Background: an optimization exercise with open tools, aiming at small area, a short achievable clock period and few clock cycles per item. Do not read the settings as production practice. Function was checked by simulation only, so behaviour that the tests miss may differ from the original. Power and IR drop assume default switching activity.

File: flow/design.v
package cfr_pkg;
   localparam int BYTE_W = 8;
   localparam int LEN_W  = 7;
   localparam int SUM_W  = 16;
   localparam int CSR_W  = 3;
   localparam logic [CSR_W-1:0] CSR_STRICT_CHECKSUM = 3'd0;
   localparam logic [CSR_W-1:0] CSR_HEADER_FIRST    = 3'd1;
   localparam logic [CSR_W-1:0] CSR_HEADER_SECOND   = 3'd2;
   localparam logic [CSR_W-1:0] CSR_TRAILER_FIRST   = 3'd3;
   localparam logic [CSR_W-1:0] CSR_TRAILER_SECOND  = 3'd4;
   localparam logic [BYTE_W-1:0] HEADER_FIRST_RST   = 8'hFE;
   localparam logic [BYTE_W-1:0] HEADER_SECOND_RST  = 8'hEF;
   localparam logic [BYTE_W-1:0] TRAILER_FIRST_RST  = 8'h0D;
   localparam logic [BYTE_W-1:0] TRAILER_SECOND_RST = 8'h0A;
   typedef enum logic [9:0] {
      PH_HDR0  = 10'b00_0000_0001,
      PH_HDR1  = 10'b00_0000_0010,
      PH_CMD   = 10'b00_0000_0100,
      PH_LENH  = 10'b00_0000_1000,
      PH_LENL  = 10'b00_0001_0000,
      PH_DATA  = 10'b00_0010_0000,
      PH_SUMH  = 10'b00_0100_0000,
      PH_SUML  = 10'b00_1000_0000,
      PH_TRL0  = 10'b01_0000_0000,
      PH_TRL1  = 10'b10_0000_0000
   } phase_type;
   typedef struct packed {
      logic              strict_checksum;
      logic [BYTE_W-1:0] header_first;
      logic [BYTE_W-1:0] header_second;
      logic [BYTE_W-1:0] trailer_first;
      logic [BYTE_W-1:0] trailer_second;
   } cfg_type;
endpackage
import cfr_pkg::*;
module cfr_payload_ram #(
   parameter int DEPTH  = 64,
   parameter int ADDR_W = 6
) (
   input  logic                       clock,
   input  logic                       wr_en,
   input  logic [ADDR_W-1:0]          wr_addr,
   input  logic [cfr_pkg::BYTE_W-1:0] wr_data,
   input  logic [ADDR_W-1:0]          rd_addr,
   output logic [cfr_pkg::BYTE_W-1:0] rd_data
);
   logic [BYTE_W-1:0] mem_ff [DEPTH];
   always_ff @(posedge clock) begin
      if (wr_en) begin
         mem_ff[wr_addr] <= wr_data;
      end
   end
   assign rd_data = mem_ff[rd_addr];
endmodule
import cfr_pkg::*;
module cfr_frame_parser #(
   parameter int MAX_PAYLOAD = 64,
   parameter int ADDR_W      = 6
) (
   input  logic                         clock,
   input  logic                         reset,
   input  cfr_pkg::cfg_type             cfg,
   input  logic                         req_valid,
   input  logic [cfr_pkg::BYTE_W-1:0]   req_rx_byte,
   output logic                         req_ready,
   output logic                         ram_we,
   output logic [ADDR_W-1:0]            ram_waddr,
   output logic [cfr_pkg::BYTE_W-1:0]   ram_wdata,
   input  logic [ADDR_W:0]              rd_ptr,
   output logic                         pend,
   input  logic                         pend_take,
   output logic [cfr_pkg::BYTE_W-1:0]   frm_command,
   output logic [cfr_pkg::LEN_W-1:0]    frm_length,
   output logic [cfr_pkg::SUM_W-1:0]    frm_received_sum,
   output logic [cfr_pkg::SUM_W-1:0]    frm_computed_sum,
   output logic                         frm_sum_match
);
   localparam logic [BYTE_W-1:0] MAX_LEN = BYTE_W'(MAX_PAYLOAD);
   cfr_pkg::phase_type phase_ff, phase_in;
   logic [BYTE_W-1:0] command_ff;
   logic              len_hi_nz_ff;
   logic [LEN_W-1:0]  length_ff;
   logic [LEN_W-1:0]  byte_idx_ff;
   logic [SUM_W-1:0]  rx_sum_ff;
   logic [SUM_W-1:0]  run_sum_ff;
   logic              sum_match_ff;
   logic              pend_ff;
   logic [ADDR_W:0]   wr_ptr_ff;
   logic [ADDR_W:0]   tail_ff;
   logic              accept;
   logic              store_full;
   logic              commit;
   logic              rollback;
   logic [LEN_W-1:0]  byte_idx_inc;
   assign store_full = (wr_ptr_ff[ADDR_W-1:0] == rd_ptr[ADDR_W-1:0]) &&
                       (wr_ptr_ff[ADDR_W] != rd_ptr[ADDR_W]);
   assign req_ready = !(pend_ff && (phase_ff == PH_CMD)) &&
                      !((phase_ff == PH_DATA) && store_full);
   assign accept       = req_valid && req_ready;
   assign byte_idx_inc = byte_idx_ff + LEN_W'(1);
   assign ram_we    = accept && (phase_ff == PH_DATA);
   assign ram_waddr = wr_ptr_ff[ADDR_W-1:0];
   assign ram_wdata = req_rx_byte;
   always_comb begin
      phase_in = phase_ff;
      commit   = 1'b0;
      rollback = 1'b0;
      if (accept) begin
         case (phase_ff)
            PH_HDR0: begin
               if (req_rx_byte == cfg.header_first) phase_in = PH_HDR1;
            end
            PH_HDR1: begin
               if (req_rx_byte == cfg.header_second) phase_in = PH_CMD;
               else if (req_rx_byte != cfg.header_first) phase_in = PH_HDR0;
            end
            PH_CMD:  phase_in = PH_LENH;
            PH_LENH: phase_in = PH_LENL;
            PH_LENL: begin
               if (len_hi_nz_ff || (req_rx_byte > MAX_LEN)) phase_in = PH_HDR0;
               else if (req_rx_byte == '0) phase_in = PH_SUMH;
               else phase_in = PH_DATA;
            end
            PH_DATA: begin
               if (byte_idx_inc == length_ff) phase_in = PH_SUMH;
            end
            PH_SUMH: phase_in = PH_SUML;
            PH_SUML: phase_in = PH_TRL0;
            PH_TRL0: begin
               if (req_rx_byte == cfg.trailer_first) begin
                  phase_in = PH_TRL1;
               end else begin
                  phase_in = PH_HDR0;
                  rollback = 1'b1;
               end
            end
            PH_TRL1: begin
               phase_in = PH_HDR0;
               if ((req_rx_byte == cfg.trailer_second) &&
                   (!cfg.strict_checksum || sum_match_ff)) begin
                  commit = 1'b1;
               end else begin
                  rollback = 1'b1;
               end
            end
            default: phase_in = PH_HDR0;
         endcase
      end
   end
   always_ff @(posedge clock) begin
      if (reset) begin
         phase_ff  <= PH_HDR0;
         pend_ff   <= 1'b0;
         wr_ptr_ff <= '0;
         tail_ff   <= '0;
      end else begin
         phase_ff <= phase_in;
         if (commit) begin
            pend_ff <= 1'b1;
         end else if (pend_take) begin
            pend_ff <= 1'b0;
         end
         if (rollback) begin
            wr_ptr_ff <= tail_ff;
         end else if (ram_we) begin
            wr_ptr_ff <= wr_ptr_ff + (ADDR_W+1)'(1);
         end
         if (commit) begin
            tail_ff <= wr_ptr_ff;
         end
      end
   end
   always_ff @(posedge clock) begin
      if (accept && (phase_ff == PH_CMD)) begin
         command_ff <= req_rx_byte;
      end
      if (accept && (phase_ff == PH_LENH)) begin
         len_hi_nz_ff <= (req_rx_byte != '0);
      end
      if (accept && (phase_ff == PH_LENL)) begin
         length_ff   <= req_rx_byte[LEN_W-1:0];
         byte_idx_ff <= '0;
         run_sum_ff  <= '0;
      end else if (ram_we) begin
         byte_idx_ff <= byte_idx_inc;
         run_sum_ff  <= run_sum_ff + {{(SUM_W-BYTE_W){1'b0}}, req_rx_byte};
      end
      if (accept && (phase_ff == PH_SUMH)) begin
         rx_sum_ff[SUM_W-1:BYTE_W] <= req_rx_byte;
      end
      if (accept && (phase_ff == PH_SUML)) begin
         rx_sum_ff[BYTE_W-1:0] <= req_rx_byte;
      end
      sum_match_ff <= (rx_sum_ff == run_sum_ff);
   end
   assign pend             = pend_ff;
   assign frm_command      = command_ff;
   assign frm_length       = length_ff;
   assign frm_received_sum = rx_sum_ff;
   assign frm_computed_sum = run_sum_ff;
   assign frm_sum_match    = sum_match_ff;
endmodule
import cfr_pkg::*;
module command_frame_receiver #(
   parameter int MAX_PAYLOAD = 64
) (
   input  logic                       clock,
   input  logic                       reset,
   input  logic                       req_valid,
   output logic                       req_ready,
   input  logic [cfr_pkg::BYTE_W-1:0] req_rx_byte,
   output logic                       rsp_valid,
   input  logic                       rsp_ready,
   output logic [cfr_pkg::BYTE_W-1:0] rsp_frame_command,
   output logic [cfr_pkg::LEN_W-1:0]  rsp_frame_length,
   output logic [cfr_pkg::BYTE_W-1:0] rsp_payload_byte,
   output logic                       rsp_byte_valid,
   output logic                       rsp_last,
   output logic [cfr_pkg::SUM_W-1:0]  rsp_received_sum,
   output logic [cfr_pkg::SUM_W-1:0]  rsp_computed_sum,
   output logic                       rsp_sum_match,
   input  logic                       csr_we,
   input  logic [cfr_pkg::CSR_W-1:0]  csr_index,
   input  logic [cfr_pkg::BYTE_W-1:0] csr_wdata
);
   localparam int ADDR_W = (MAX_PAYLOAD > 1) ? $clog2(MAX_PAYLOAD) : 1;
   cfr_pkg::cfg_type  cfg_ff;
   logic              ram_we;
   logic [ADDR_W-1:0] ram_waddr;
   logic [BYTE_W-1:0] ram_wdata;
   logic [BYTE_W-1:0] ram_rdata;
   logic              pend;
   logic              pend_take;
   logic [BYTE_W-1:0] frm_command;
   logic [LEN_W-1:0]  frm_length;
   logic [SUM_W-1:0]  frm_received_sum;
   logic [SUM_W-1:0]  frm_computed_sum;
   logic              frm_sum_match;
   logic [ADDR_W:0]   rd_ptr_ff;
   logic [ADDR_W-1:0] rem_ff;
   logic              rsp_valid_ff;
   logic [BYTE_W-1:0] command_ff;
   logic [LEN_W-1:0]  length_ff;
   logic [BYTE_W-1:0] payload_ff;
   logic              byte_valid_ff;
   logic              last_ff;
   logic [SUM_W-1:0]  received_sum_ff;
   logic [SUM_W-1:0]  computed_sum_ff;
   logic              sum_match_ff;
   logic              next_beat;
   logic              frm_empty;
   always_ff @(posedge clock) begin
      if (reset) begin
         cfg_ff.strict_checksum <= 1'b0;
         cfg_ff.header_first    <= HEADER_FIRST_RST;
         cfg_ff.header_second   <= HEADER_SECOND_RST;
         cfg_ff.trailer_first   <= TRAILER_FIRST_RST;
         cfg_ff.trailer_second  <= TRAILER_SECOND_RST;
      end else if (csr_we) begin
         case (csr_index)
            CSR_STRICT_CHECKSUM: cfg_ff.strict_checksum <= csr_wdata[0];
            CSR_HEADER_FIRST:    cfg_ff.header_first    <= csr_wdata;
            CSR_HEADER_SECOND:   cfg_ff.header_second   <= csr_wdata;
            CSR_TRAILER_FIRST:   cfg_ff.trailer_first   <= csr_wdata;
            CSR_TRAILER_SECOND:  cfg_ff.trailer_second  <= csr_wdata;
            default: begin
            end
         endcase
      end
   end
   cfr_frame_parser #(
      .MAX_PAYLOAD (MAX_PAYLOAD),
      .ADDR_W      (ADDR_W)
   ) u_parser (
      .clock            (clock),
      .reset            (reset),
      .cfg              (cfg_ff),
      .req_valid        (req_valid),
      .req_rx_byte      (req_rx_byte),
      .req_ready        (req_ready),
      .ram_we           (ram_we),
      .ram_waddr        (ram_waddr),
      .ram_wdata        (ram_wdata),
      .rd_ptr           (rd_ptr_ff),
      .pend             (pend),
      .pend_take        (pend_take),
      .frm_command      (frm_command),
      .frm_length       (frm_length),
      .frm_received_sum (frm_received_sum),
      .frm_computed_sum (frm_computed_sum),
      .frm_sum_match    (frm_sum_match)
   );
   cfr_payload_ram #(
      .DEPTH  (MAX_PAYLOAD),
      .ADDR_W (ADDR_W)
   ) u_ram (
      .clock   (clock),
      .wr_en   (ram_we),
      .wr_addr (ram_waddr),
      .wr_data (ram_wdata),
      .rd_addr (rd_ptr_ff[ADDR_W-1:0]),
      .rd_data (ram_rdata)
   );
   assign pend_take = pend && (!rsp_valid_ff || (rsp_ready && last_ff));
   assign next_beat = rsp_valid_ff && rsp_ready && !last_ff;
   assign frm_empty = (frm_length == '0);
   always_ff @(posedge clock) begin
      if (reset) begin
         rsp_valid_ff <= 1'b0;
         rd_ptr_ff    <= '0;
      end else begin
         if (pend_take) begin
            rsp_valid_ff <= 1'b1;
         end else if (rsp_ready && last_ff) begin
            rsp_valid_ff <= 1'b0;
         end
         if (next_beat || (pend_take && !frm_empty)) begin
            rd_ptr_ff <= rd_ptr_ff + (ADDR_W+1)'(1);
         end
      end
   end
   always_ff @(posedge clock) begin
      if (pend_take) begin
         command_ff      <= frm_command;
         length_ff       <= frm_length;
         payload_ff      <= frm_empty ? '0 : ram_rdata;
         byte_valid_ff   <= !frm_empty;
         last_ff         <= (frm_length <= LEN_W'(1));
         rem_ff          <= ADDR_W'(frm_length - LEN_W'(1));
         received_sum_ff <= frm_received_sum;
         computed_sum_ff <= frm_computed_sum;
         sum_match_ff    <= frm_sum_match;
      end else if (next_beat) begin
         payload_ff      <= ram_rdata;
         last_ff         <= (rem_ff == ADDR_W'(1));
         rem_ff          <= rem_ff - ADDR_W'(1);
      end
   end
   assign rsp_valid         = rsp_valid_ff;
   assign rsp_frame_command = command_ff;
   assign rsp_frame_length  = length_ff;
   assign rsp_payload_byte  = payload_ff;
   assign rsp_byte_valid    = byte_valid_ff;
   assign rsp_last          = last_ff;
   assign rsp_received_sum  = received_sum_ff;
   assign rsp_computed_sum  = computed_sum_ff;
   assign rsp_sum_match     = sum_match_ff;
endmodule
File: flow/config.mk
export PLATFORM = sky130hd
export DESIGN_NAME = command_frame_receiver
export DESIGN_NICKNAME = command_frame_receiver
export VERILOG_FILES = /design/flow/design.v
export SDC_FILE = /design/flow/constraint.sdc
export NUM_CORES = 4
export LEC_CHECK = 0
export CAP_MARGIN = 20
export CORE_MARGIN = 2
export CORE_UTILIZATION = 40
export SLEW_MARGIN = 20
File: flow/run.sh
#!/bin/bash
# synth_recipe.tcl (not shown) runs the flow's synth.tcl, then flattens the netlist and writes it again
# the make line also repeats each setting of config.mk as NAME=value (left out here)
make -C /OpenROAD-flow-scripts/flow DESIGN_CONFIG=/design/flow/config.mk WORK_HOME=/design/flow/orfs CLKGATE_MAP_FILE= SYNTH_SCRIPT=/design/flow/synth_recipe.tcl finish
File: flow/constraint.sdc
create_clock -name core_clock -period 4.0 [get_ports {clock}]
set_input_delay 0.8000 -clock core_clock [delete_from_list [all_inputs] [get_ports {clock}]]
set_output_delay 0.8000 -clock core_clock [all_outputs]
set_load 0.01 [all_outputs]
==> summary.md, run 1 <==
| Metric | Value |
|---|---|
| Status | `no timing/DRC/antenna violations` |
| Syn_area_per_cell | `17.4 um^2` |
| Main flop type after synthesis | `edfxtp_1` |
| Final setup TNS | `0 ns` |
| RR Startpoint | `u_parser.phase_ff[0]` |
| Placer Congestion | `between 0.8 and 0.9` |
| Cell chosen for the clock root | `clkbuf_16` |
| Via-to-Cell Ratio | `5.40` |
| Vias in the first global route | `~15k` |
| Die Span Y | `270 um` |
| Antenna diodes | `0` |
| Post-synth top area share | `0.647` |
| Final critical-path share of the clock period | `0.912` |
| Clock Latency Late Sink | `0.61 ns` |
| GRT overflow | `0` |
| Flop2flop setup slack | `0.97 ns` |
| Max Cap Viol | `0` |
| Gr usage total | `0.179` |
| Routed Wire Length | `about 65000 um` |
| Asr flop ratio synth | `0` |
| Hold crit path type | `register to register` |
| Clock Skews | `about 0.025 ns` |
| Slew Viols, Final | `0` |
| Worst reg2reg path depth | `6` |
| Slew headroom | `0.385` |
| Crit Reg-Reg Endpoint | `u_ram.mem_ff[9][1]` |
| Post-synthesis cell type count | `65` |
| Clk pin slew, worst setup/hold paths | `about 0.06 ns` |
| Hpwl dp | `between 40000 and 50000 um` |
| Share of cells above drive strength 1 | `0.203` |
| Power Density | `around 460 mW/mm^2` |
| Drt drc | `0` |
| Most frequent cells in the layout | `608 x edfxtp_1, 158 x mux4_2, 129 x nor2_1, 104 x nand2_1, 93 x dfxtp_1` |
| Top-Level Pins | `84` |
| WHS Endpoint | `command_ff[2]` |
| Commonest non-fill, non-tap cell in the layout | `edfxtp_1` |
| Post-Syn Nets | `approximately 1.7k` |
| Leak pwr | `slightly above 10 nW` |
| First-pass GRT wire length | `about 98000 um` |
| Worst slack, placed | `0.643 ns` |
| Std-Cell Rows | `97` |
| Final Hold Viols | `0` |
| Fin crit period | `between 3 and 4 ns` |
| PortBufs | `83` |
| Cell area after synthesis | `between 0.02 and 0.03 mm^2` |
| TritonCTS clock tree | `done` |
| Yosys Warn Count | `3` |
| Final std cells w/o fill | `approximately 2.7k` |
| Layout Area Growth over Synthesis | `16.2%` |
| Crit path kind | `register to output port` |
| First DRT Iteration DRCs | `roughly 1.2k` |
| Arr. time, crit path | `2.85 ns` |
| Wire length per cell | `about 24 um` |
| CP endpoint kind | `output port` |
| RSZ-0062 raised after global routing | `no` |
| Overall Power | `0.0151 W` |
| Worst endpoint required time | `3.20 ns` |
| Post-Place Cells | `around 2.6k` |
| Max Root-Sink Buffers | `3` |
| Die width | `270 um` |
| TritonCTS buffer count | `72` |
| Register bit total from synthesis | `about 700` |
| Sequential cell area fraction in the yosys report | `0.715` |
| Initial antenna violation count | `5` |
| Beginning of the worst hold path | `u_parser.command_ff[2]` |
| Fmax | `~270 MHz` |
| Synth area leaders | `edfxtp_1 65%, mux4_2 13%, dfxtp_1 6.8%` |
| Util after Layout | `0.469` |
| Cells after synthesis | `between 1.5k and 2k` |
| Post-synth EDFFs | `608` |
| Final setup viols | `0` |
| Full die area | `0.0727 mm^2` |
| VDD IR max | `roughly 320 uV` |
| Core Region | `roughly 0.070 mm^2` |
| CP max FO | `8` |
| Synth area leader | `edfxtp_1` |
| Least-Margin Pin Slew | `0.922 ns` |
| Hold path cells | `0` |
| NumNets Final | `1795` |
| Via count | `between 10k and 15k` |
| Initial Utilization | `0.403` |
| Maximum number of pins on one net before global-route repair | `69` |
| Critical Path Source Type | `register` |
| Pre-Repair DR Iteration Count | `5` |
| # H-tree levels | `3` |
| Worst setup margin | `0.353 ns` |
| Clk sinks | `between 700 and 800` |
| Routed Antenna Nets | `0` |
flip-flops by register name, indices dropped and copies added, names as in the netlist, named ones only:
| signal | count |
|---|---|
| u_parser.length_ff | 7 |
| rsp_valid_ff | 1 |
| received_sum_ff | 16 |
| u_parser.rx_sum_ff | 16 |
| u_parser.tail_ff | 7 |
| last_ff | 1 |
| length_ff | 7 |
| cfg_ff | 33 |
| u_parser.phase_ff | 10 |
| sum_match_ff | 1 |
| u_parser.len_hi_nz_ff | 1 |
| computed_sum_ff | 16 |
| command_ff | 8 |
| payload_ff | 8 |
| byte_valid_ff | 1 |
| rem_ff | 6 |
| u_parser.run_sum_ff | 16 |
| rd_ptr_ff | 7 |
| u_parser.byte_idx_ff | 7 |
| u_parser.command_ff | 8 |
| u_parser.wr_ptr_ff | 7 |
| u_parser.sum_match_ff | 1 |
| u_ram.mem_ff | 512 |
| u_parser.pend_ff | 1 |
final cells by class:
cell class                      count  area (um^2)
Inverter                           15         56.3
Tap cell                          940         1180
Fill cell                        5961        37100
Multi-Input combinational cell    812         7600
Timing Repair Buffer              149         1360
Clock inverter                     40          383
Clock buffer                       89         2000
Sequential cell                   704        20200
logic make-up (layout without fill, tap and decap cells):
group,count (synthesis),after routing,share of synthesized area
AOI/OAI and AO/OA,120,120,0.0271
xor gates and xnor gates,96,96,0.0298
adders and majority gates,17,17,0.00781
buffers and inverters,106,293,0.0156
DFF,704,704,0.715
muxes,186,186,0.136
and+or+nand+nor,393,393,0.0682
Yosys cell counts, types with 2 or more instances:
| cell type | n |
|---|---|
| dfxtp_1 | 96 |
| mux2i_1 | 28 |
| o2111ai_1 | 3 |
| and3_1 | 7 |
| a21o_1 | 3 |
| o21bai_1 | 2 |
| o22ai_1 | 8 |
| nor4_1 | 11 |
| clkbuf_1 | 48 |
| o211a_1 | 2 |
| o21ai_0 | 19 |
| a211o_1 | 7 |
| o2111a_1 | 2 |
| xor2_1 | 47 |
| a2111oi_0 | 2 |
| edfxtp_1 | 608 |
| a31oi_1 | 6 |
| mux4_2 | 158 |
| or4b_1 | 2 |
| nand3b_1 | 15 |
| a211oi_1 | 8 |
| nand4b_1 | 4 |
| nor2_1 | 130 |
| a21oi_1 | 45 |
| xnor2_1 | 49 |
| nor2b_1 | 19 |
| nand2_1 | 104 |
| ha_1 | 16 |
| nand3_1 | 16 |
| nand4_1 | 16 |
| and4b_1 | 2 |
| nor2_2 | 8 |
| or2_2 | 3 |
| or4_1 | 4 |
| nor3_1 | 23 |
| nand2b_1 | 5 |
| buf_6 | 2 |
| a311oi_1 | 2 |
| buf_2 | 22 |
| buf_1 | 19 |
| o21a_1 | 2 |
| inv_1 | 15 |
| or3_1 | 12 |
worst max-delay path by stage:
| stage | start | end | slack (ns) | cells after the start |
|---|---|---|---|---|
| detailed placement | req_valid | u_ram.mem_ff[38][4] | 0.64 | 7 |
| global placement | req_valid | u_ram.mem_ff[8][0] | 0.69 | 6 |
| finish | u_parser.phase_ff[0] | req_ready | 0.35 | 6 |
| floorplan | rsp_ready | byte_valid_ff | 1.21 | 5 |
| global route | u_parser.phase_ff[0] | req_ready | 0.21 | 6 |
| CTS | u_parser.phase_ff[0] | req_ready | 0.13 | 6 |
routing by layer:
metal / routed length (um) / up-vias / global-route usage
li1: - / 6623 / -
met1: 27400 / 7591 / 0.246
met2: 31100 / 519 / 0.289
met3: 4410 / 97 / 0.0344
met4: 1660 / 2 / 0.0613
met5: 13 / - / 0
timing repair:
| action | 4_1_cts | 5_1_grt |
|---|---|---|
| hold buffers | 0 | 0 |
| buffers inserted | 0 | 0 |
| resized for setup | 0 | 1 |
| setup endpoints to repair | 0 | 1 |
where the power goes:
group	internal, W	switching, W
Clock	0.00401	0.00274
Combinational	0.000119	0.000263
Sequential	0.00798	0.0000351
per-stage QoR:
step           cell area, um^2  hold slack [ns]
2_1_floorplan            28200            0.400
3_3_place_gp             30400            0.403
3_5_place_dp             30400            0.406
4_1_cts                  32800            0.421
5_1_grt                  32800            0.427
6_report                 32800            0.420
worst max-delay path: stages, from the launching register on:
cell             delay, ns
dfxtp_1               0.38
nor4_2                0.50
nand3_1               0.15
or3b_2                0.52
nor2_1                0.12
a31oi_1               0.05
clkdlybuf4s50_1       0.54
Testbench counts, summed over its fixed seeds: cycles 16,935, beats 10,307.
==> run 2: changes to the inputs <==
--- a/flow/design.v
+++ b/flow/design.v
@@ -68,4 +68,5 @@
    output logic [cfr_pkg::BYTE_W-1:0]   ram_wdata,
    input  logic [ADDR_W:0]              rd_ptr,
+   input  logic                         rd_adv,
    output logic                         pend,
    input  logic                         pend_take,
@@ -89,12 +90,21 @@
    logic [ADDR_W:0]   tail_ff;
    logic              accept;
-   logic              store_full;
+   logic              req_ready_ff;
+   logic              req_ready_in;
+   logic              pend_in;
+   logic              full_in;
+   logic [ADDR_W:0]   used;
+   logic              used_64;
+   logic              used_63;
    logic              commit;
    logic              rollback;
    logic [LEN_W-1:0]  byte_idx_inc;
-   assign store_full = (wr_ptr_ff[ADDR_W-1:0] == rd_ptr[ADDR_W-1:0]) &&
-                       (wr_ptr_ff[ADDR_W] != rd_ptr[ADDR_W]);
-   assign req_ready = !(pend_ff && (phase_ff == PH_CMD)) &&
-                      !((phase_ff == PH_DATA) && store_full);
+   assign used    = wr_ptr_ff - rd_ptr;
+   assign used_64 = (used == (ADDR_W+1)'(MAX_PAYLOAD));
+   assign used_63 = (used == (ADDR_W+1)'(MAX_PAYLOAD - 1));
+   assign req_ready = req_ready_ff;
+   assign full_in   = ram_we ? (rd_adv ? used_64 : used_63) : (!rd_adv && used_64);
+   assign pend_in   = commit || (pend_ff && !pend_take);
+   assign req_ready_in = !(pend_in && phase_in[2]) && !(phase_in[5] && full_in);
    assign accept       = req_valid && req_ready;
    assign byte_idx_inc = byte_idx_ff + LEN_W'(1);
@@ -150,15 +160,13 @@
    always_ff @(posedge clock) begin
       if (reset) begin
-         phase_ff  <= PH_HDR0;
-         pend_ff   <= 1'b0;
-         wr_ptr_ff <= '0;
-         tail_ff   <= '0;
+         phase_ff     <= PH_HDR0;
+         pend_ff      <= 1'b0;
+         req_ready_ff <= 1'b1;
+         wr_ptr_ff    <= '0;
+         tail_ff      <= '0;
       end else begin
-         phase_ff <= phase_in;
-         if (commit) begin
-            pend_ff <= 1'b1;
-         end else if (pend_take) begin
-            pend_ff <= 1'b0;
-         end
+         phase_ff     <= phase_in;
+         pend_ff      <= pend_in;
+         req_ready_ff <= req_ready_in;
          if (rollback) begin
             wr_ptr_ff <= tail_ff;
@@ -249,5 +257,13 @@
    logic              sum_match_ff;
    logic              next_beat;
+   logic              rd_adv;
    logic              frm_empty;
+   logic              slot_take;
+   logic              slot_valid_ff;
+   logic [BYTE_W-1:0] slot_command_ff;
+   logic [LEN_W-1:0]  slot_length_ff;
+   logic [SUM_W-1:0]  slot_received_sum_ff;
+   logic [SUM_W-1:0]  slot_computed_sum_ff;
+   logic              slot_sum_match_ff;
    always_ff @(posedge clock) begin
       if (reset) begin
@@ -283,4 +299,5 @@
       .ram_wdata        (ram_wdata),
       .rd_ptr           (rd_ptr_ff),
+      .rd_adv           (rd_adv),
       .pend             (pend),
       .pend_take        (pend_take),
@@ -302,7 +319,27 @@
       .rd_data (ram_rdata)
    );
-   assign pend_take = pend && (!rsp_valid_ff || (rsp_ready && last_ff));
+   assign slot_take = slot_valid_ff && (!rsp_valid_ff || (rsp_ready && last_ff));
+   assign pend_take = pend && (!slot_valid_ff || slot_take);
    assign next_beat = rsp_valid_ff && rsp_ready && !last_ff;
-   assign frm_empty = (frm_length == '0);
+   assign frm_empty = (slot_length_ff == '0);
+   assign rd_adv    = next_beat || (slot_take && !frm_empty);
+   always_ff @(posedge clock) begin
+      if (reset) begin
+         slot_valid_ff <= 1'b0;
+      end else if (pend_take) begin
+         slot_valid_ff <= 1'b1;
+      end else if (slot_take) begin
+         slot_valid_ff <= 1'b0;
+      end
+   end
+   always_ff @(posedge clock) begin
+      if (pend_take) begin
+         slot_command_ff      <= frm_command;
+         slot_length_ff       <= frm_length;
+         slot_received_sum_ff <= frm_received_sum;
+         slot_computed_sum_ff <= frm_computed_sum;
+         slot_sum_match_ff    <= frm_sum_match;
+      end
+   end
    always_ff @(posedge clock) begin
       if (reset) begin
@@ -310,10 +347,10 @@
          rd_ptr_ff    <= '0;
       end else begin
-         if (pend_take) begin
+         if (slot_take) begin
             rsp_valid_ff <= 1'b1;
          end else if (rsp_ready && last_ff) begin
             rsp_valid_ff <= 1'b0;
          end
-         if (next_beat || (pend_take && !frm_empty)) begin
+         if (rd_adv) begin
             rd_ptr_ff <= rd_ptr_ff + (ADDR_W+1)'(1);
          end
@@ -321,14 +358,14 @@
    end
    always_ff @(posedge clock) begin
-      if (pend_take) begin
-         command_ff      <= frm_command;
-         length_ff       <= frm_length;
+      if (slot_take) begin
+         command_ff      <= slot_command_ff;
+         length_ff       <= slot_length_ff;
          payload_ff      <= frm_empty ? '0 : ram_rdata;
          byte_valid_ff   <= !frm_empty;
-         last_ff         <= (frm_length <= LEN_W'(1));
-         rem_ff          <= ADDR_W'(frm_length - LEN_W'(1));
-         received_sum_ff <= frm_received_sum;
-         computed_sum_ff <= frm_computed_sum;
-         sum_match_ff    <= frm_sum_match;
+         last_ff         <= (slot_length_ff <= LEN_W'(1));
+         rem_ff          <= ADDR_W'(slot_length_ff - LEN_W'(1));
+         received_sum_ff <= slot_received_sum_ff;
+         computed_sum_ff <= slot_computed_sum_ff;
+         sum_match_ff    <= slot_sum_match_ff;
       end else if (next_beat) begin
          payload_ff      <= ram_rdata;
==> run 2 against run 1 <==
Net effect: critical path depth is 1 lower; hold slack worse by 0.0017 ns; sequential share of layout area grew 0.48 points; die area increased by 5.9%; still clean on timing, DRC and antenna; routed wire length rose by 6.7%; clock-buffer cell count down 4; sequential power up 8.7%; clock skew shrank 0.0011 ns; synthesized area rose by 6.0%; fmax up 22%; power grew 8.9%; register-to-register slack improved by 0.05 ns.
==> summary.md, run 2 <==
| Metric | Value |
|---|---|
| Maximum number of pins on one net before global-route repair | `68 (-1.4%)` |
| Post-placement cell area | `0.0324 mm^2 (+6.7%)` |
| Flop2flop setup slack | `1.02 ns (+0.05 ns)` |
| Die Span Y | `277 um (+2.9%)` |
| Die width | `277 um (+2.9%)` |
| Compound-Gate Fraction of Synth Area | `0.0290 (+0.00197)` |
| Core Region | `0.0742 mm^2 (+6.1%)` |
| Synth Area in XOR/XNOR | `0.0269 (-0.00287)` |
| Post-Synth Simple-Gate Area | `0.0654 (-0.00280)` |
| Initial antenna violation count | `2 (-3)` |
| Max Root-Sink Buffers | `3 (unchanged)` |
| Max Cap Viol | `0 (unchanged)` |
| Top cells by count, synth | `656 x edfxtp_1, 160 x mux4_2, 137 x nor2_1` |
| First-pass GRT wire length | `104000 um (+6.4%)` |
| Clk sinks | `754 (+7.1%)` |
| Final setup TNS | `0 ns (unchanged)` |
| Adder-cell share of the synthesized area | `0.0105 (+0.00273)` |
| Leak pwr | `11.0 nW (+6.9%)` |
| Critical Path Source Type | `register` |
| Most frequent cells in the layout | `656 x edfxtp_1, 160 x mux4_2, 137 x nor2_1, 98 x buf_4, 95 x dfxtp_1` |
| Critical path's most frequent cell | `mux4_2` |
| Multi-input gate area | `0.00783 mm^2 (+3.0%)` |
| Clk pin slew, worst setup/hold paths | `0.06 ns (about the same)` |
| First DRT Iteration DRCs | `1530 (+28%)` |
| CP max FO | `40 (+32)` |
| WP buf/inv | `1 (unchanged)` |
| Syn_area_per_cell | `17.7 um^2 (+1.5%)` |
| Final setup viols | `0 (unchanged)` |
| Number of flip-flops under the largest register name | `512 (unchanged)` |
| Vias in the first global route | `15.9k (+5.0%)` |
| Final Hold Viols | `0 (unchanged)` |
| Multiplexer area fraction after synthesis | `0.129 (-0.00691)` |
| Biggest register | `u_ram.mem_ff` |
| PortBufs | `83 (unchanged)` |
| Synth area leaders | `edfxtp_1 66%, mux4_2 12%, dfxtp_1 6.6%` |
| Post-synthesis cell type count | `70 (+7.7%)` |
| Commonest non-fill, non-tap cell in the layout | `edfxtp_1` |
| Hold crit path type | `register to register` |
| Share of cells above drive strength 1 | `0.209 (+0.00560)` |
| Cell chosen for the clock root | `clkbuf_16` |
| Final critical-path share of the clock period | `0.745 (-0.167)` |
| Initial Utilization | `0.403 (about the same)` |
| GRT overflow | `0 (unchanged)` |
| Slew headroom | `0.263 (-0.122)` |
| Slew Viols, Final | `0 (unchanged)` |
| Full die area | `0.0770 mm^2 (+5.9%)` |
| Std-Cell Rows | `100 (+3.1%)` |
| Sequential cell area fraction in the yosys report | `0.724 (+0.00880)` |
| VDD IR max | `282 uV (-12%)` |
| Clock Skews | `0.0236 ns (-0.00113 ns)` |
| Routed Antenna Nets | `0 (unchanged)` |
| Storage element area | `0.0217 mm^2 (+7.3%)` |
| Post-synth EDFFs | `656 (+7.9%)` |
| Biggest regs | `u_ram.mem_ff x512, cfg_ff x33` |
| Gr usage total | `0.181 (+0.00164)` |
| Least-Margin Pin Slew | `1.11 ns (+0.183 ns)` |
| Routed Wire Length | `68900 um (+6.7%)` |
| Synth area leader | `edfxtp_1` |
| Post-Syn Nets | `1742 (+4.8%)` |
| Placer Congestion | `0.833 (-1.6%)` |
| Postcts setup bufs | `0 (unchanged)` |
| Status | `no timing/DRC/antenna violations` |
| NumNets Final | `1919 (+6.9%)` |
| Clock Latency Late Sink | `0.62 ns (about the same)` |
| Register bit total from synthesis | `754 (+7.1%)` |
| # H-tree levels | `3 (unchanged)` |
| Cell area after synthesis | `0.0299 mm^2 (+6.0%)` |
| RSZ-0062 raised after global routing | `no` |
| Layout fillers | `6222 (+4.4%)` |
| Asr flop ratio synth | `0 (unchanged)` |
| Via-to-Cell Ratio | `5.43 (+0.64%)` |
| Main flop type after synthesis | `edfxtp_1` |
| Most numerous cell in the Yosys netlist | `edfxtp_1` |
| Worst endpoint required time | `4.29 ns (+1.09 ns)` |
| Wire length per cell | `23.8 um (+1.2%)` |
| Cells after synthesis | `1694 (+4.4%)` |
| Pre-Repair DR Iteration Count | `5 (unchanged)` |
| Crit path cell chain | `buf_12, mux4_2, mux4_2, mux2i_1, o22ai_1` |
| Via count | `15.7k (+6.1%)` |
| Beginning of the worst hold path | `u_parser.command_ff[6]` |
| CTS-repair resized insts | `0 (unchanged)` |
| CP max stage delay | `0.59 ns (+0.05 ns)` |
| Crit path kind | `register to register` |
| Arr. time, crit path | `3.27 ns (+0.42 ns)` |
| Hold buffers post-CTS | `0 (unchanged)` |
| Fin crit period | `2.98 ns (-0.667 ns)` |
| Max stage delay cell, worst path | `dfxtp_4` |
| Post-route cell area | `0.0349 mm^2 (+6.5%)` |
| Combinational family with the most area after synthesis | `multiplexers` |
| Post-synth top area share | `0.659 (+0.0113)` |
| Cell family with most CP delay | `multiplexers` |
| CP endpoint kind | `register` |
| Drt drc | `0 (unchanged)` |
| Layout Area Growth over Synthesis | `16.7%` |
| Top-Level Pins | `84 (unchanged)` |
| TritonCTS clock tree | `done` |
| Yosys Warn Count | `3 (unchanged)` |
| Power Density | `472 mW/mm^2 (+2.2%)` |
| Hpwl dp | `44300 um (+7.1%)` |
| TritonCTS buffer count | `75 (+4.2%)` |
| Fmax | `336 MHz (+22%)` |
[run 2: cell types whose count changed after synthesis, moves of 7 or more]
cell / before / now
clkbuf_1: 48 / 61
xnor2_1: 49 / 58
xor2_1: 47 / 34
nor2_1: 130 / 137
nand3b_1: 15 / 22
inv_1: 15 / 23
o21ai_0: 19 / 26
edfxtp_1: 608 / 656
nor2_2: 8 / 0
nand2_1: 104 / 94
buf_1: 19 / 2
[run 2: cell families (layout without fill, tap and decap cells)]
group                      count (synthesis)  after routing
AOI/OAI and AO/OA                        137            137
xor gates and xnor gates                  92             92
adders and majority gates                 24             24
buffers and inverters                    107            341
DFF                                      754            754
muxes                                    186            186
other                                      0              1
and+or+nand+nor                          394            394
[run 2: routing by layer]
metal | vias up | GRT usage | part of all wire
li1 | 7021 | - | -
met1 | 8163 | 0.261 | 0.44
met2 | 469 | 0.288 | 0.48
met3 | 83 | 0.0249 | 0.056
met4 | 0 | 0.0535 | 0.021
met5 | - | 0 | 0
[run 2: through the flow]
stage	total power [W]	hold slack, ns	utilization	setup slack (ns)	cells
after detailed placement	0.00952	0.405	0.437	0.583	2763
after global placement	0.00951	0.405	0.437	0.592	2763
after CTS	0.0166	0.417	0.470	1.01	2897
final	0.0165	0.419	0.470	1.02	2898
after floorplan	0.00924	0.400	-	0.236	1694
after global routing	0.0170	0.422	0.470	0.792	2898
[run 2: path summary, 6_finish.rpt]
path,to,depth (start not counted)
worst max register to register,payload_ff[4],5
worst min-delay path,slot_command_ff[6],0
worst min register to register,slot_command_ff[6],0
worst max-delay path,payload_ff[4],5
[run 2: layout make-up]
class	count	area share
multi-input cells	833	0.224
well taps	969	0.0347
diodes	1	0.0000717
flip-flops and latches	754	0.621
repair buffers	184	0.0462
clock inverters	49	0.0141
clock buffers	85	0.0572
inverters	23	0.00247
[run 2: where the power goes]
| group | total [W] | internal [W] | leakage, nW | switching, W |
|---|---|---|---|---|
| registers | 0.00871 | 0.00860 | 6.71 | 0.000112 |
| logic | 0.000647 | 0.000253 | 3.09 | 0.000395 |
| clock network | 0.00712 | 0.00418 | 1.23 | 0.00294 |
Testbench counts of run 2, summed over its fixed seeds: cycles 15,046, beats 10,307.
==> run 3: changes to the inputs <==
--- a/flow/config.mk
+++ b/flow/config.mk
@@ -6,6 +6,8 @@
 export NUM_CORES = 4
 export LEC_CHECK = 0
+export ABC_CLOCK_PERIOD_IN_PS = 2000
 export CAP_MARGIN = 20
 export CORE_MARGIN = 2
 export CORE_UTILIZATION = 40
+export SETUP_SLACK_MARGIN = 1.8
 export SLEW_MARGIN = 20
==> run 3 against run 2 <==
Net effect: still clean on timing, DRC and antenna; largest power group unchanged; synthesized cell count is the same; clock skew grew 0.0025 ns; via count grew 5.4%; final cell count grew 4.3%.
==> summary.md, run 3 <==
| Metric | Value |
|---|---|
| Post-Syn Nets | `1742 (unchanged)` |
| Top layer used by detailed routing | `met4` |
| Top-Level Pins | `84 (unchanged)` |
| Multiplexer area fraction after synthesis | `0.129 (unchanged)` |
| Post-synth EDFFs | `656 (unchanged)` |
| Vias in the first global route | `16.9k (+6.1%)` |
| Top cells by count, synth | `656 x edfxtp_1, 160 x mux4_2, 137 x nor2_1` |
| Initial Utilization | `0.403 (unchanged)` |
| Clock Latency Late Sink | `0.63 ns (about the same)` |
| Critical Path Source Type | `register` |
| Final setup viols | `0 (unchanged)` |
| Antenna diodes | `0 (-1)` |
| CP endpoint kind | `register` |
| Final setup TNS | `0 ns (unchanged)` |
| Placer Congestion | `0.800 (-3.9%)` |
| Hold crit path type | `register to register` |
| Cells after synthesis | `1694 (unchanged)` |
| Post-Synth Simple-Gate Area | `0.0654 (unchanged)` |
| Syn_area_per_cell | `17.7 um^2 (unchanged)` |
| Commonest non-fill, non-tap cell in the layout | `edfxtp_1` |
| Main flop type after synthesis | `edfxtp_1` |
| Power Density | `438 mW/mm^2 (-7.3%)` |
| Initial antenna violation count | `0 (-2)` |
| RSZ-0062 raised after global routing | `yes` |
| TritonCTS clock tree | `done` |
| Post-synth top area share | `0.659 (unchanged)` |
| Hold buffers post-CTS | `0 (unchanged)` |
| PortBufs | `83 (unchanged)` |
| First DRT Iteration DRCs | `1486 (-2.9%)` |
| Switching power | `0.00362 W (+5.0%)` |
| Clock Skews | `0.0260 ns (+0.00248 ns)` |
| Arr. time, crit path | `2.89 ns (-0.38 ns)` |
| Least-Margin Pin Slew | `1.10 ns (-0.00198 ns)` |
| Logic pwr share | `0.057 (+0.018)` |
| Gr usage total | `0.194 (+0.0124)` |
| CP max FO | `4 (-90%)` |
| GRT overflow | `0 (unchanged)` |
| Slew headroom | `0.265 (+0.00132)` |
| Post-synthesis cell type count | `70 (unchanged)` |
| Max Root-Sink Buffers | `3 (unchanged)` |
| Core Region | `0.0742 mm^2 (unchanged)` |
| Cell area after synthesis | `0.0299 mm^2 (unchanged)` |
| Routed Wire Length | `74800 um (+8.6%)` |
| Die width | `277 um (unchanged)` |
| Util after Layout | `0.520 (+0.0495)` |
| Crit path kind | `register to register` |
| Number of flip-flops under the largest register name | `512 (unchanged)` |
| Slew Viols, Final | `0 (unchanged)` |
| Synth area leader | `edfxtp_1` |
| Final Hold Viols | `0 (unchanged)` |
| Combinational family with the most area after synthesis | `multiplexers` |
| Routed Antenna Nets | `0 (unchanged)` |
| Wire length on met2 | `38500 um (+16%)` |
| Yosys Warn Count | `3 (unchanged)` |
| Sw frac | `0.214 (+0.00528)` |
| Sequential cell area fraction in the yosys report | `0.724 (unchanged)` |
| Met3 WL post-DR | `4210 um (+8.1%)` |
| Worst endpoint required time | `4.33 ns (+0.04 ns)` |
| Hpwl dp | `45300 um (+2.3%)` |
| Flop pwr share | `0.516 (-0.013)` |
| # H-tree levels | `3 (unchanged)` |
| Leak pwr | `12.4 nW (+12%)` |
| Via count | `16.6k (+5.4%)` |
| Std-Cell Rows | `100 (unchanged)` |
| Maximum number of pins on one net before global-route repair | `57 (-16%)` |
| Layout Area Growth over Synthesis | `29.0%` |
| Via-to-Cell Ratio | `5.49 (+1.1%)` |
| Full die area | `0.0770 mm^2 (unchanged)` |
| Worst reg2reg path depth | `8 (+3)` |
| Share of cells above drive strength 1 | `0.356 (+0.147)` |
| Asr flop ratio synth | `0 (unchanged)` |
| VDD IR max | `306 uV (+8.5%)` |
| Biggest register | `u_ram.mem_ff` |
| Most numerous cell in the Yosys netlist | `edfxtp_1` |
| Post-Route M1 WL | `30200 um (-0.92%)` |
| Hold path cells | `0 (unchanged)` |
| Die Span Y | `277 um (unchanged)` |
| Most frequent cells in the layout | `656 x edfxtp_1, 160 x mux4_2, 88 x buf_4, 82 x nand2_1, 76 x clkbuf_16` |
| NumNets Final | `2041 (+6.4%)` |
| Status | `no timing/DRC/antenna violations` |
| Synth Area in XOR/XNOR | `0.0269 (unchanged)` |
| Cell chosen for the clock root | `clkbuf_16` |
| Max Cap Viol | `0 (unchanged)` |
| TritonCTS buffer count | `76 (+1.3%)` |
| Biggest regs | `u_ram.mem_ff x512, cfg_ff x33` |
| Synth area leaders | `edfxtp_1 66%, mux4_2 12%, dfxtp_1 6.6%` |
| Final critical-path share of the clock period | `0.638 (-0.107)` |
| Pre-Repair DR Iteration Count | `7 (+2)` |
| Fmax | `392 MHz (+17%)` |
| Clk pin slew, worst setup/hold paths | `0.07 ns (about the same)` |
| Register bit total from synthesis | `754 (unchanged)` |
| Overall Power | `0.0169 W (+2.5%)` |
| Clk sinks | `754 (unchanged)` |
| WHS | `0.415 ns (-0.00368 ns)` |
| Fin crit period | `2.55 ns (-0.428 ns)` |
| Drt drc | `0 (unchanged)` |
| Clock share of power | `0.427 (-0.005)` |
| Compound-Gate Fraction of Synth Area | `0.0290 (unchanged)` |
| Int Power | `0.0133 W (+1.8%)` |
| Wire length per cell | `24.8 um (+4.1%)` |
| Adder-cell share of the synthesized area | `0.0105 (unchanged)` |
| First-pass GRT wire length | `110000 um (+5.9%)` |
==> run 3: cell counts after synthesis <==
Identical to the previous run, type by type.
==> run 3: metal layers <==
metal,GRT usage,up-vias
met5,0,-
met4,0.0623,0
met3,0.0275,106
met2,0.328,520
met1,0.259,8691
li1,-,7273
==> run 3: kinds of logic (layout without fill, tap and decap cells) <==
group	count (synthesis)	count (layout)
simple gates	394	394
xor+xnor	92	92
compound gates	137	137
mux	186	186
fa+ha+maj	24	24
flops	754	754
buf+inv	107	466
==> run 3: timing repair <==
action	4_1_cts	5_1_grt
pin swaps	81	107
cloned	11	0
endpoints found under the setup margin	710	635
resized for setup	242	140
buffers inserted	111	44
==> run 3: path summary, 6_finish.rpt <==
path         slack (ns)                  to               startpoint
min                0.42  computed_sum_ff[8]  slot_computed_sum_ff[8]
max                1.45       payload_ff[1]                 register
max reg2reg        1.45       payload_ff[1]                 register
min reg2reg        0.42  computed_sum_ff[8]  slot_computed_sum_ff[8]
==> run 3: worst max-delay path, cell delays in order (launching register included) <==
cell and delay [ns]:
dfxtp_4 0.40, buf_4 0.14, buf_12 0.10, buf_16 0.12, buf_4 0.13, mux4_2 0.55, mux4_2 0.53, mux2i_4 0.20
o22ai_2 0.08
==> run 3: area by class of cell <==
class	instances	area [um^2]
multi-input cells	833	9200
inverters	23	90.1
flip-flops and latches	754	21700
well taps	969	1210
clock buffers	91	2000
fillers	5782	35600
repair buffers	305	3810
clock inverters	47	533
==> run 3: stage by stage <==
step           area [um^2]  worst slack, ns  std cells
6_report             38600             1.45       3022
3_5_place_dp         32700            0.645       2717
4_1_cts              37600             1.35       2977
5_1_grt              38600             1.40       3022
2_1_floorplan        30600             1.36       1694
3_3_place_gp         32700            0.707       2717
==> run 3: power by group through the flow <==
| stage | sequential [W] | combinational (W) | clock [W] |
|---|---|---|---|
| after floorplan | 0.00883 | 0.000446 | 0 |
| after global placement | 0.00888 | 0.000671 | 0 |
| after detailed placement | 0.00888 | 0.000694 | 0 |
| after CTS | 0.00871 | 0.000764 | 0.00734 |
| after global routing | 0.00872 | 0.00104 | 0.00766 |
| final | 0.00872 | 0.000964 | 0.00720 |
==> run 4: changes to the inputs <==
--- a/flow/design.v
+++ b/flow/design.v
@@ -36,13 +36,16 @@
 module cfr_payload_ram #(
    parameter int DEPTH  = 64,
-   parameter int ADDR_W = 6
+   parameter int ADDR_W = 6,
+   parameter int BANKS  = 4,
+   parameter int BANK_W = 2
 ) (
-   input  logic                       clock,
-   input  logic                       wr_en,
-   input  logic [ADDR_W-1:0]          wr_addr,
-   input  logic [cfr_pkg::BYTE_W-1:0] wr_data,
-   input  logic [ADDR_W-1:0]          rd_addr,
-   output logic [cfr_pkg::BYTE_W-1:0] rd_data
+   input  logic                                    clock,
+   input  logic                                    wr_en,
+   input  logic [ADDR_W-1:0]                       wr_addr,
+   input  logic [cfr_pkg::BYTE_W-1:0]              wr_data,
+   input  logic [BANKS-1:0][ADDR_W-BANK_W-1:0]     rd_row,
+   output logic [BANKS-1:0][cfr_pkg::BYTE_W-1:0]   rd_data
 );
+   localparam int ROWS = DEPTH / BANKS;
    logic [BYTE_W-1:0] mem_ff [DEPTH];
    always_ff @(posedge clock) begin
@@ -51,5 +54,9 @@
       end
    end
-   assign rd_data = mem_ff[rd_addr];
+   always_ff @(posedge clock) begin
+      for (int b = 0; b < BANKS; b++) begin
+         rd_data[b] <= mem_ff[{rd_row[b], BANK_W'(b)}];
+      end
+   end
 endmodule
 import cfr_pkg::*;
@@ -82,5 +89,7 @@
    logic              len_hi_nz_ff;
    logic [LEN_W-1:0]  length_ff;
-   logic [LEN_W-1:0]  byte_idx_ff;
+   logic [LEN_W-1:0]  left_ff;
+   logic              data_last_ff;
+   logic              wr_adv;
    logic [SUM_W-1:0]  rx_sum_ff;
    logic [SUM_W-1:0]  run_sum_ff;
@@ -99,15 +108,14 @@
    logic              commit;
    logic              rollback;
-   logic [LEN_W-1:0]  byte_idx_inc;
    assign used    = wr_ptr_ff - rd_ptr;
    assign used_64 = (used == (ADDR_W+1)'(MAX_PAYLOAD));
    assign used_63 = (used == (ADDR_W+1)'(MAX_PAYLOAD - 1));
    assign req_ready = req_ready_ff;
-   assign full_in   = ram_we ? (rd_adv ? used_64 : used_63) : (!rd_adv && used_64);
+   assign full_in   = wr_adv ? (rd_adv ? used_64 : used_63) : (!rd_adv && used_64);
    assign pend_in   = commit || (pend_ff && !pend_take);
    assign req_ready_in = !(pend_in && phase_in[2]) && !(phase_in[5] && full_in);
-   assign accept       = req_valid && req_ready;
-   assign byte_idx_inc = byte_idx_ff + LEN_W'(1);
-   assign ram_we    = accept && (phase_ff == PH_DATA);
+   assign accept = req_valid && req_ready;
+   assign wr_adv = accept && (phase_ff == PH_DATA);
+   assign ram_we    = (phase_ff == PH_DATA) && req_ready_ff;
    assign ram_waddr = wr_ptr_ff[ADDR_W-1:0];
    assign ram_wdata = req_rx_byte;
@@ -133,5 +141,5 @@
             end
             PH_DATA: begin
-               if (byte_idx_inc == length_ff) phase_in = PH_SUMH;
+               if (data_last_ff) phase_in = PH_SUMH;
             end
             PH_SUMH: phase_in = PH_SUML;
@@ -171,5 +179,5 @@
          if (rollback) begin
             wr_ptr_ff <= tail_ff;
-         end else if (ram_we) begin
+         end else if (wr_adv) begin
             wr_ptr_ff <= wr_ptr_ff + (ADDR_W+1)'(1);
          end
@@ -187,10 +195,12 @@
       end
       if (accept && (phase_ff == PH_LENL)) begin
-         length_ff   <= req_rx_byte[LEN_W-1:0];
-         byte_idx_ff <= '0;
-         run_sum_ff  <= '0;
-      end else if (ram_we) begin
-         byte_idx_ff <= byte_idx_inc;
-         run_sum_ff  <= run_sum_ff + {{(SUM_W-BYTE_W){1'b0}}, req_rx_byte};
+         length_ff    <= req_rx_byte[LEN_W-1:0];
+         left_ff      <= req_rx_byte[LEN_W-1:0];
+         data_last_ff <= (req_rx_byte == BYTE_W'(1));
+         run_sum_ff   <= '0;
+      end else if (wr_adv) begin
+         left_ff      <= left_ff - LEN_W'(1);
+         data_last_ff <= (left_ff == LEN_W'(2));
+         run_sum_ff   <= run_sum_ff + {{(SUM_W-BYTE_W){1'b0}}, req_rx_byte};
       end
       if (accept && (phase_ff == PH_SUMH)) begin
@@ -233,8 +243,13 @@
 );
    localparam int ADDR_W = (MAX_PAYLOAD > 1) ? $clog2(MAX_PAYLOAD) : 1;
+   localparam int BANKS  = 4;
+   localparam int BANK_W = 2;
+   localparam int ROW_W  = ADDR_W - BANK_W;
    cfr_pkg::cfg_type  cfg_ff;
    logic              ram_we;
    logic [ADDR_W-1:0] ram_waddr;
    logic [BYTE_W-1:0] ram_wdata;
+   logic [BANKS-1:0][ROW_W-1:0]  bank_row_ff;
+   logic [BANKS-1:0][BYTE_W-1:0] bank_rdata;
    logic [BYTE_W-1:0] ram_rdata;
    logic              pend;
@@ -310,5 +325,7 @@
    cfr_payload_ram #(
       .DEPTH  (MAX_PAYLOAD),
-      .ADDR_W (ADDR_W)
+      .ADDR_W (ADDR_W),
+      .BANKS  (BANKS),
+      .BANK_W (BANK_W)
    ) u_ram (
       .clock   (clock),
@@ -316,7 +333,15 @@
       .wr_addr (ram_waddr),
       .wr_data (ram_wdata),
-      .rd_addr (rd_ptr_ff[ADDR_W-1:0]),
-      .rd_data (ram_rdata)
+      .rd_row  (bank_row_ff),
+      .rd_data (bank_rdata)
    );
+   assign ram_rdata = bank_rdata[rd_ptr_ff[BANK_W-1:0]];
+   always_ff @(posedge clock) begin
+      if (reset) begin
+         bank_row_ff <= '0;
+      end else if (rd_adv) begin
+         bank_row_ff[rd_ptr_ff[BANK_W-1:0]] <= bank_row_ff[rd_ptr_ff[BANK_W-1:0]] + ROW_W'(1);
+      end
+   end
    assign slot_take = slot_valid_ff && (!rsp_valid_ff || (rsp_ready && last_ff));
    assign pend_take = pend && (!slot_valid_ff || slot_take);
--- a/flow/config.mk
+++ b/flow/config.mk
@@ -6,8 +6,6 @@
 export NUM_CORES = 4
 export LEC_CHECK = 0
-export ABC_CLOCK_PERIOD_IN_PS = 2000
 export CAP_MARGIN = 20
 export CORE_MARGIN = 2
 export CORE_UTILIZATION = 40
-export SETUP_SLACK_MARGIN = 1.8
 export SLEW_MARGIN = 20
==> run 4 against run 3 <==
Net effect: critical path type unchanged; clock skew fell by 0.0019 ns; first-iteration DRC count up 1.6%; highest routed layer is now met5; sequential cell count grew 43; largest cell class unchanged; final cell count rose by 0.89%; hold slack worse by 0.0017 ns; sequential share of layout area increased by 6.1 points; critical endpoint is now u_ram.mem_ff[19][3]; still clean on timing, DRC and antenna.
==> summary.md, run 4 <==
| Metric | Value |
|---|---|
| Power Density | `471 mW/mm^2 (+7.6%)` |
| Final Hold Viols | `0 (unchanged)` |
| # H-tree levels | `3 (unchanged)` |
| Met3 usage | `0.0353 (+0.00772)` |
| Layout fillers | `6500 (+12%)` |
| Maximum number of pins on one net before global-route repair | `64 (+12%)` |
| Clock Skews | `0.0241 ns (-0.00190 ns)` |
| Status | `no timing/DRC/antenna violations` |
| WHS Endpoint | `computed_sum_ff[1]` |
| Critical path's most frequent cell | `nand2_1` |
| First-pass GRT wire length | `105000 um (-4.6%)` |
| Full die area | `0.0802 mm^2 (+4.2%)` |
| M1 GR Usage | `0.234 (-0.0250)` |
| Top cells by count, synth | `664 x edfxtp_1, 172 x mux4_2, 172 x nor2_1` |
| Most numerous cell in the Yosys netlist | `edfxtp_1` |
| Fmax | `323 MHz (-18%)` |
| NumNets Final | `1993 (-2.4%)` |
| Initial Utilization | `0.403 (about the same)` |
| Crit path kind | `register to register` |
| Routed Antenna Nets | `0 (unchanged)` |
| Biggest regs | `u_ram.mem_ff x512, cfg_ff x33, u_ram.rd_data x32` |
| Flop2flop setup slack | `0.91 ns (-0.54 ns)` |
| RR Startpoint | `u_parser.phase_ff[9]` |
| Clock Latency Late Sink | `0.64 ns (about the same)` |
| Number of flip-flops under the largest register name | `512 (unchanged)` |
| Post-synthesis cell type count | `60 (-14%)` |
| PortBufs | `83 (unchanged)` |
| Post-synth top area share | `0.639 (-0.0194)` |
| Cell chosen for the clock root | `clkbuf_16` |
| Max Cap Viol | `0 (unchanged)` |
| Top-Level Pins | `84 (unchanged)` |
| TritonCTS clock tree | `done` |
| Synth area leader | `edfxtp_1` |
| Via count | `16.1k (-3.0%)` |
| Hold buffers post-CTS | `0 (unchanged)` |
| Post-synth EDFFs | `664 (+1.2%)` |
| CTS-repair resized insts | `0 (-100%)` |
| Via-to-Cell Ratio | `5.28 (-3.8%)` |
| Grt peak-use layer | `met2` |
| Worst reg2reg path depth | `7 (-1)` |
| GRT overflow | `0 (unchanged)` |
| CP max FO | `8 (+4)` |
| TritonCTS buffer count | `81 (+6.6%)` |
| Final critical-path share of the clock period | `0.773 (+0.135)` |
| Sequential cell area fraction in the yosys report | `0.725 (about the same)` |
| Commonest non-fill, non-tap cell in the layout | `edfxtp_1` |
| Crit Reg-Reg Endpoint | `u_ram.mem_ff[19][3]` |
| Synth area leaders | `edfxtp_1 64%, mux4_2 12%, dfxtp_1 8.5%` |
| Max stage delay cell, worst path | `nor2_1` |
| Layout Area Growth over Synthesis | `16.0%` |
| Asr flop ratio synth | `0 (unchanged)` |
| Die Span Y | `283 um (+2.1%)` |
| Syn_area_per_cell | `17.5 um^2 (-0.80%)` |
| Hold path cells | `0 (unchanged)` |
| Critical Path Source Type | `register` |
| Max Root-Sink Buffers | `3 (unchanged)` |
| Biggest register | `u_ram.mem_ff` |
| Yosys Warn Count | `3 (unchanged)` |
| Drt drc | `0 (unchanged)` |
| Slew Viols, Final | `0 (unchanged)` |
| Most frequent cells in the layout | `664 x edfxtp_1, 172 x nor2_1, 172 x mux4_2, 129 x dfxtp_1, 98 x nand2_1` |
| Fin crit period | `3.09 ns (+0.542 ns)` |
| Vias in the first global route | `16.5k (-1.9%)` |
| Beginning of the worst hold path | `slot_computed_sum_ff[1]` |
| Placer Congestion | `0.847 (+5.9%)` |
| CP max stage delay | `0.74 ns (+0.19 ns)` |
| Register bit total from synthesis | `797 (+5.7%)` |
| Slew headroom | `0.321 (+0.0565)` |
| Initial antenna violation count | `8 (+8)` |
| Die width | `283 um (+2.1%)` |
| Final setup TNS | `0 ns (unchanged)` |
| Arr. time, crit path | `3.33 ns (+0.44 ns)` |
| First DRT Iteration DRCs | `1510 (+1.6%)` |
| Least-Margin Pin Slew | `1.02 ns (-0.0862 ns)` |
| Gr usage total | `0.175 (-0.0183)` |
| Hpwl dp | `45400 um (+0.22%)` |
| Clk pin slew, worst setup/hold paths | `0.06 ns (about the same)` |
| Cells after synthesis | `1781 (+5.1%)` |
| Leak pwr | `11.5 nW (-7.4%)` |
| Routed Wire Length | `69900 um (-6.6%)` |
| Cell area after synthesis | `0.0312 mm^2 (+4.3%)` |
| Core Region | `0.0773 mm^2 (+4.2%)` |
| Hold crit path type | `register to register` |
| Crit path cell chain | `nor4_4, nand2_1, nor3_2, nand2_1, nor2_1, nand2_1, nor2_1` |
| RSZ-0062 raised after global routing | `no` |
| Pre-Repair DR Iteration Count | `5 (-2)` |
| Worst endpoint required time | `4.24 ns (-0.09 ns)` |
| Clk sinks | `797 (+5.7%)` |
| Grt met2 use | `0.290 (-0.0373)` |
| Util after Layout | `0.468 (-0.0521)` |
| Main flop type after synthesis | `edfxtp_1` |
| CP endpoint kind | `register` |
| Std-Cell Rows | `102 (+2.0%)` |
| Postcts setup bufs | `0 (-100%)` |
| VDD IR max | `278 uV (-9.1%)` |
| Wire length per cell | `22.9 um (-7.4%)` |
| Final setup viols | `0 (unchanged)` |
| Post-Syn Nets | `1834 (+5.3%)` |
| Share of cells above drive strength 1 | `0.202 (-0.153)` |
-- run 4: changes by cell type in the layout (fill, tap and decap cells not counted), sizes merged, moves of 12 or more --
| cell | change |
|---|---|
| mux2i | -12 |
| mux4 | +12 |
| clkdlybuf4s50 | +61 |
| buf | -138 |
| dfxtp | +35 |
| nor2 | +36 |
| dlygate4sd2 | -54 |
-- run 4: cell families (layout without fill, tap and decap cells) --
group / count (synthesis) / in the layout / share of synthesized area
AOI/OAI and AO/OA: 113 / 113 / 0.0228
xor gates and xnor gates: 96 / 96 / 0.0270
adders and majority gates: 29 / 29 / 0.0121
buffers and inverters: 115 / 341 / 0.0151
DFF: 797 / 797 / 0.725
muxes: 186 / 186 / 0.129
other: 0 / 2 / 0
and+or+nand+nor: 445 / 445 / 0.0698
-- run 4: area by class of cell --
type                       instances  area, um^2  share of cell area
clock buffer                     102        2190              0.0605
multi-input combinational        869        8140               0.225
clock inverter                    48         444              0.0123
timing repair buffer             164        1390              0.0385
sequential                       797       22600               0.625
tap                             1040        1300              0.0360
inverter                          27         101             0.00280
antenna                            2        5.00            0.000138
-- run 4: metrics by stage --
step | hold WS (ns) | area, um^2 | total power [W] | cells | worst slack [ns]
final | 0.413 | 36200 | 0.0171 | 3049 | 0.907
after global routing | 0.421 | 36200 | 0.0176 | 3047 | 0.596
after CTS | 0.414 | 36200 | 0.0172 | 3047 | 0.865
after detailed placement | 0.405 | 33500 | 0.00980 | 2897 | 0.838
after global placement | 0.401 | 33500 | 0.00979 | 2897 | 0.854
after floorplan | 0.400 | 31200 | 0.00956 | 1781 | 0.296
-- run 4: worst max-delay path by stage --
| stage | from | end | slack [ns] |
|---|---|---|---|
| floorplan | rsp_ready | slot_command_ff[0] | 0.30 |
| global placement | req_rx_byte[4] | u_parser.wr_ptr_ff[5] | 0.85 |
| detailed placement | req_rx_byte[4] | u_parser.wr_ptr_ff[5] | 0.84 |
| CTS | u_parser.phase_ff[9] | u_ram.mem_ff[19][0] | 0.86 |
| global route | u_parser.phase_ff[9] | u_ram.mem_ff[20][6] | 0.60 |
| finish | u_parser.phase_ff[9] | u_ram.mem_ff[19][3] | 0.91 |
-- run 4: report_power, final --
group          switching [W]  leakage [nW]  internal, W
Sequential         0.0000698          7.06      0.00901
Clock                0.00312          1.29      0.00430
Combinational       0.000342          3.11     0.000199
Total                0.00354          11.5       0.0135
-- run 4: worst max-delay path: cells and delay by family, from the launching register on --
family           cells  cell delay (ns)
and+or+nand+nor      7             2.34
DFF                  1             0.37
-- run 4: per-layer routing --
layer / part of all wire / up-vias
met1: 0.42 / 8286
li1: - / 7236
met5: 0.00011 / -
met2: 0.49 / 475
met3: 0.064 / 98
met4: 0.025 / 2
Testbench counts of run 4, summed over its fixed seeds: cycles 15,046, beats 10,307.
==> run 5: changes to the inputs <==
--- a/flow/config.mk
+++ b/flow/config.mk
@@ -6,6 +6,8 @@
 export NUM_CORES = 4
 export LEC_CHECK = 0
+export ABC_CLOCK_PERIOD_IN_PS = 2000
 export CAP_MARGIN = 20
 export CORE_MARGIN = 2
 export CORE_UTILIZATION = 40
+export SETUP_SLACK_MARGIN = 2.0
 export SLEW_MARGIN = 20
==> run 5 against run 4 <==
Net effect: still clean on timing, DRC and antenna; critical endpoint is now u_ram.mem_ff[54][3]; highest routed layer unchanged; largest power group unchanged; sequential cell count unchanged; sequential share of layout area is 5.2 points lower; power grew 4.3%.
==> summary.md, run 5 <==
| Metric | Value |
|---|---|
| PortBufs | `83 (unchanged)` |
| WHS | `0.415 ns (+0.00156 ns)` |
| Vias in the first global route | `17.5k (+5.6%)` |
| Synth area leader | `edfxtp_1` |
| Most numerous cell in the Yosys netlist | `edfxtp_1` |
| Gr usage total | `0.179 (+0.00358)` |
| Biggest register | `u_ram.mem_ff` |
| VDD IR max | `374 uV (+34%)` |
| Critical path's most frequent cell | `buf_12` |
| TritonCTS clock tree | `done` |
| Status | `no timing/DRC/antenna violations` |
| GRT overflow | `0 (unchanged)` |
| Final critical-path share of the clock period | `0.571 (-0.203)` |
| Placer Congestion | `0.827 (-2.3%)` |
| Clock share of power | `0.451 (+0.015)` |
| Layout Area Growth over Synthesis | `26.9%` |
| Via-to-Cell Ratio | `5.32 (+0.68%)` |
| Cell chosen for the clock root | `clkbuf_16` |
| Yosys Warn Count | `3 (unchanged)` |
| Share of cells above drive strength 1 | `0.371 (+0.168)` |
| CP max stage delay | `0.37 ns (-0.37 ns)` |
| Max Cap Viol | `0 (unchanged)` |
| Via count | `16.8k (+4.3%)` |
| Power Density | `449 mW/mm^2 (-4.6%)` |
| Worst setup margin | `1.72 ns (+0.810 ns)` |
| Flop2flop setup slack | `1.72 ns (+0.81 ns)` |
| Overall Power | `0.0178 W (+4.3%)` |
| Most frequent cells in the layout | `664 x edfxtp_1, 172 x mux4_2, 105 x dfxtp_1, 92 x nor2_1, 84 x clkbuf_16` |
| Critical Path Source Type | `register` |
| Final setup viols | `0 (unchanged)` |
| Worst slack, placed | `0.728 ns (-0.111 ns)` |
| Max stage delay cell, worst path | `dfxtp_2` |
| Maximum number of pins on one net before global-route repair | `66 (+3.1%)` |
| Sequential cell area fraction in the yosys report | `0.725 (unchanged)` |
| Synth area leaders | `edfxtp_1 64%, mux4_2 12%, dfxtp_1 8.5%` |
| Core Region | `0.0773 mm^2 (unchanged)` |
| Fmax | `438 MHz (+35%)` |
| First-pass GRT wire length | `108000 um (+3.0%)` |
| Full die area | `0.0802 mm^2 (unchanged)` |
| Clk pin slew, worst setup/hold paths | `0.06 ns (about the same)` |
| Die Span Y | `283 um (unchanged)` |
| Slew headroom | `0.378 (+0.0564)` |
| Top cells by count, synth | `664 x edfxtp_1, 172 x mux4_2, 172 x nor2_1` |
| Cell area after synthesis | `0.0312 mm^2 (unchanged)` |
| Register bit total from synthesis | `797 (unchanged)` |
| # H-tree levels | `3 (unchanged)` |
| Switching power | `0.00367 W (+3.7%)` |
| Int Power | `0.0141 W (+4.5%)` |
| First DRT Iteration DRCs | `1447 (-4.2%)` |
| NumNets Final | `2104 (+5.6%)` |
| Max Root-Sink Buffers | `3 (unchanged)` |
| Arr. time, crit path | `2.62 ns (-0.71 ns)` |
| Clock Skews | `0.0239 ns (-0.000291 ns)` |
| Least-Margin Pin Slew | `0.934 ns (-0.0833 ns)` |
| Syn_area_per_cell | `17.5 um^2 (unchanged)` |
| Top-Level Pins | `84 (unchanged)` |
| Worst reg2reg path depth | `8 (+1)` |
| Setup crit start | `u_parser.phase_ff[4]` |
| Crit path cell chain | `nor3_2, nand2_2, nor3_4, and3_4, buf_12, nand2_8, nor2_4, buf_12` |
| Routed Antenna Nets | `0 (unchanged)` |
| CP endpoint kind | `register` |
| Crit Reg-Reg Endpoint | `u_ram.mem_ff[54][3]` |
| Post-synthesis cell type count | `60 (unchanged)` |
| Clock Latency Late Sink | `0.64 ns (about the same)` |
| Logic pwr share | `0.039 (+0.007)` |
| Final setup TNS | `0 ns (unchanged)` |
| RSZ-0062 raised after global routing | `yes` |
| Slew Viols, Final | `0 (unchanged)` |
| Drt drc | `0 (unchanged)` |
| Clk sinks | `797 (unchanged)` |
| Wire length per cell | `22.8 um (-0.52%)` |
[run 5: repair_timing]
action / 4_1_cts / 5_1_grt
setup endpoints to repair: 749 / 671
endpoints found under the hold margin: 0 / 0
gates resized for setup: 360 / 116
pin swaps: 78 / 106
setup buffers: 121 / 34
gates cloned: 2 / 0
[run 5: worst min-delay path by stage]
stage	start	to	slack (ns)	cells past startpoint
after floorplan	slot_command_ff[0]	command_ff[0]	0.40	0
after global placement	u_parser.length_ff[1]	slot_length_ff[1]	0.40	0
after detailed placement	slot_command_ff[3]	command_ff[3]	0.40	0
after CTS	slot_command_ff[3]	command_ff[3]	0.42	0
after global routing	u_parser.command_ff[5]	slot_command_ff[5]	0.43	0
final	u_parser.length_ff[3]	slot_length_ff[3]	0.41	0
[run 5: metrics by stage]
step,instances,instance area [um^2],utilization
after floorplan,1781,32100,-
after global placement,2849,33900,0.439
after detailed placement,2849,33900,0.439
after CTS,3126,38700,0.501
after global routing,3160,39600,0.512
final,3160,39600,0.512
[run 5: layout make-up]
class                   count  area, um^2
clock inverters            43         574
multi-input cells         869        9430
clock buffers             111        2310
fillers                  6206       37800
inverters                  27         114
flip-flops and latches    797       22700
well taps                1040        1300
repair buffers            273        3180
[run 5: cells by family (layout without fill, tap and decap cells)]
logic type | Yosys count | count (layout) | share of synthesized area
AOI/OAI and AO/OA | 113 | 113 | 0.0228
DFF | 797 | 797 | 0.725
buffers and inverters | 115 | 454 | 0.0151
adders and majority gates | 29 | 29 | 0.0121
and+or+nand+nor | 445 | 445 | 0.0698
muxes | 186 | 186 | 0.129
xor gates and xnor gates | 96 | 96 | 0.0270
[run 5: power by group through the flow]
stage               clock network [W]  logic, W  registers, W
CTS                           0.00819  0.000620       0.00908
finish                        0.00802  0.000689       0.00908
global placement                    0  0.000537       0.00926
floorplan                           0  0.000359       0.00923
detailed placement                  0  0.000558       0.00926
global route                  0.00854  0.000759       0.00908
[run 5: per-layer routing]
layer / track usage / vias to the layer above / wire length [um]
met2: 0.298 / 441 / 35800
li1: - / 7483 / -
met5: 0 / - / 13
met3: 0.0327 / 122 / 3650
met4: 0.0586 / 2 / 2150
met1: 0.238 / 8749 / 30500
[run 5: critical path: cells and delay by family (launching register included)]
family                 cells  cell delay [ns]
AND/OR/NAND/NOR            6             1.31
flip-flops                 1             0.37
buffers and inverters      2             0.29
